Source: an optimization exercise on an open RTL-to-GDS flow (aim: a short achievable clock period and few clock cycles per item). Production flows keep margins and buffers that such runs may drop. RTL that was checked went through simulation tests only; none was proved equivalent to the original. Power figures rest on the tool's default switching activity, not on a simulated workload.

Design mipsCore, start of the top module:
module mipsCore (
	input  logic                          CLK,
	input  logic                          rstN,
	output logic [mipsPkg::dataWidth-1:0] instrAddress,
	input  logic [mipsPkg::dataWidth-1:0] instrData,
	output logic [mipsPkg::dataWidth-1:0] dataAddress,
	output logic                          memRead,
	output logic                          memWrite,
	output logic [mipsPkg::dataWidth-1:0] dataWrite,
	output logic [1:0]                    writeSize,
	input  logic [mipsPkg::dataWidth-1:0] dataRead
);
	logic        stall;      
	logic        stallF;     
	logic        stallD;     
	logic [31:0] rData;      
	logic [4:0]  rDest;      
	logic [4:0]  xWdest;     
	logic [4:0]  aWdest;     
	logic [29:0] pc;
	logic        dValid;
	logic [31:0] ir;
	assign instrAddress = {pc, 2'b00};
	always_ff @(posedge CLK or negedge rstN) begin
		if (!rstN) begin
			pc     <= '0;
			dValid <= 1'b0;
		end else if (!stallF) begin
			pc     <= pc + 30'd1;
			dValid <= 1'b1;
		end
	end
	always_ff @(posedge CLK) begin
		if (!stallF) ir <= instrData;
	end
	logic [5:0]  dOp;
	logic [5:0]  dFn;
	logic [4:0]  dRs;
	logic [4:0]  dRt;
	logic [4:0]  dRd;
  ...
For scale: ~7,700 cells after synthesis, about 0.078 mm^2 of cells after synthesis.
clock: 4.4 ns
lec_check: 0
abc_clock_period_in_ps: 2000
cap_margin: 20
core_margin: 2
core_utilization: 30
place_density: 0.5
setup_slack_margin: 2.4
slew_margin: 20
standard.sh (not shown) runs the stock make flow with config.mk's settings and CLKGATE_MAP_FILE= SYNTH_SCRIPT=/design/flow/synth_recipe.tcl, a recipe that flattens the netlist after the stock synthesis.
==> flow/flow/run.sh <==
#!/bin/bash
# Standard layout, with two synthesis changes: no full/half-adder cells
# (ABC maps the adders as plain gates) and ABC's delay-driven mapper;
# resizing may change a cell's footprint.
set -euo pipefail
{ head -n 1 synth_recipe.tcl; cat flow/abc_override.tcl; tail -n +2 synth_recipe.tcl; } > my_synth.tcl
bash standard.sh ADDER_MAP_FILE= MATCH_CELL_FOOTPRINT=0 SYNTH_SCRIPT="$PWD/my_synth.tcl" finish > standard_flow.log 2>&1
==> flow/flow/abc_override.tcl <==
# map with ABC's delay-driven mapper instead of the default script
proc abc {args} {
  set i [lsearch -exact $args -script]
  if {$i >= 0} {
    lset args [expr {$i + 1}] "+strash;dch;map,-D,1000;topo;buffer,-c;upsize,-c,-D,1000;dnsize,-c,-D,1000"
  }
  yosys abc {*}$args
}
Testbench counts at the start, summed over its fixed seeds: cycles 40,503, instrs 39,840.
==> next run, changes <==
--- a/flow/design.v
+++ b/flow/design.v
@@ -204,48 +204,40 @@
 	logic [4:0]  aShamt;
 	logic [31:0] aRsVal;
 	logic [31:0] aRtVal;
 	logic        aFwdS;       
 	logic        aFwdT;       
 	logic [31:0] aSrcA;
 	logic [31:0] aSrcB;
 	assign aSrcA = aFwdS ? rData : aRsVal;
 	assign aSrcB = aFwdT ? rData : aRtVal;
-	logic stallMore;      
 	always_ff @(posedge CLK or negedge rstN) begin
 		if (!rstN) begin
-			aWdest     <= '0;
-			aLoad      <= 1'b0;
-			aStore     <= 1'b0;
-			stall      <= 1'b0;
-			stallF     <= 1'b0;
-			stallD     <= 1'b0;
-			stallMore  <= 1'b0;
+			aWdest <= '0;
+			aLoad  <= 1'b0;
+			aStore <= 1'b0;
+			stall  <= 1'b0;
+			stallF <= 1'b0;
+			stallD <= 1'b0;
 		end else if (!stall) begin
-			aWdest     <= dValid ? dDest : 5'd0;
-			aLoad      <= dValid & dLoad;
-			aStore     <= dValid & dStore;
-			stall      <= dValid & ((aWdest != 5'd0)
-			                        & ((dLoad | dStore) & (dRs == aWdest) | dStore & (dRt == aWdest))
-			                      | (xWdest != 5'd0) & (dLoad | dStore) & (dRs == xWdest));
-			stallF     <= dValid & ((|aWdest)
-			                        & (dLoad & (&(dRs ~^ aWdest)) | dStore & ((&(dRs ~^ aWdest)) | (&(dRt ~^ aWdest))))
-			                      | (|xWdest) & (dStore | dLoad) & (&(dRs ~^ xWdest)));
-			stallD     <= (dStore & ((dRs == aWdest) | (&(dRt ~^ aWdest))) | dLoad & (dRs == aWdest))
-			              & dValid & (aWdest[0] | aWdest[1] | aWdest[2] | aWdest[3] | aWdest[4])
-			            | dValid & (dLoad | dStore) & (&(dRs ~^ xWdest))
-			              & (xWdest[0] | xWdest[1] | xWdest[2] | xWdest[3] | xWdest[4]);
-			stallMore  <= dValid & (aWdest != 5'd0) & (dLoad | dStore) & (dRs == aWdest);
+			aWdest <= dValid ? dDest : 5'd0;
+			aLoad  <= dValid & dLoad;
+			aStore <= dValid & dStore;
+			stall  <= dValid & (aWdest != 5'd0)
+			        & ((dLoad | dStore) & (dRs == aWdest) | dStore & (dRt == aWdest));
+			stallF <= dValid & (|aWdest)
+			        & (dLoad & (&(dRs ~^ aWdest)) | dStore & ((&(dRs ~^ aWdest)) | (&(dRt ~^ aWdest))));
+			stallD <= (dStore & ((dRs == aWdest) | (&(dRt ~^ aWdest))) | dLoad & (dRs == aWdest))
+			        & dValid & (aWdest[0] | aWdest[1] | aWdest[2] | aWdest[3] | aWdest[4]);
 		end else begin
-			stall      <= stallMore;
-			stallF     <= stallMore;
-			stallD     <= stallMore;
-			stallMore  <= 1'b0;
+			stall  <= 1'b0;
+			stallF <= 1'b0;
+			stallD <= 1'b0;
 		end
 	end
 	always_ff @(posedge CLK) begin
 		if (!stallD) begin
 			aRs     <= dUseRs ? dRs : 5'd0;
 			aRt     <= dUseRt ? dRt : 5'd0;
 			aSt     <= dStore ? dRt : 5'd0;
 			aZeroA  <= dZeroA;
 			aUseImm <= dUseImm;
@@ -401,19 +393,19 @@
 		xOr         <= aOr;
 		xXor        <= aXor;
 		xSlt        <= aSlt;
 		xSll        <= aSll;
 		xSrl        <= aSrl;
 		xLoad       <= ~stall & aLoad;
 		xLogic      <= aAnd | aOr | aXor | (~stall & aLoad);
 		xShamt      <= aShamt;
 		writeSize   <= aSize;
-		dataAddress <= aRsVal + aImm;
+		dataAddress <= aFwdS ? (rData + aImm) : (aRsVal + aImm);
 		dataWrite   <= aSrcB;
 	end
 	logic [31:0] srcA;
 	logic [31:0] srcB;
 	always_comb begin
 		for (int i = 0; i < 32; i++) begin
 			srcA[i] = (saAdd[i / 11] & rSumAdd[i]) | (saSub[i / 11] & rSumSub[i])
 			        | (saEarly[i / 11] & rEarly[i]) | (saSll[i / 11] & rSll[i])
 			        | (saSrl[i / 11] & rSrl[i]) | (saOwn[i / 11] & xOwnA[i]);
What happened: Final area rises by about 3.5%. Die area falls by 1.1%. Final cell count rises by about 0.4%. Combinational power rises by about 22%. Core utilization rises by 1.9 points. Sequential share of layout area falls by 1.6 points. Area after synthesis falls by about 1.1%. Synthesized cell count falls by about 2%. Sequential power hardly moves.
For the second run of this note, only the layout was checked, not whether the RTL still works.

==> separate check: timing with driven ports <==
The results above use ideal ports. As a check the final layouts listed here were re-extracted and re-timed, cells and wires unchanged. Step 1, drivers: a clkbuf_16 drives CLK and a buf_2 each remaining input, both assumed. Step 2 moves the port delays by t, midway between the first and last clock arrival at a register: inputs arrive t later, outputs are due t later. That takes back most of the time a late clock gives input paths. Three values: ideal, step 1, step 2; two values: the first two.
| run | shift t [ns] | slack for setup (ns) | hold WS [ns] | worst setup path at the end |
|---|---|---|---|---|
| the first run | 0.949 | 1.803 / 1.803 / 1.384 | 0.091 / 0.020 / 0.341 | input to register |
| the second run | 0.972 | 1.571 / 1.571 / 1.501 | 0.041 / -0.019 / 0.316 | input to register |
After both steps every run listed still meets setup and hold. For the first run, which loses most, drivers alone change the setup slack by 0.000 ns; drivers and shift together by -0.419 ns.
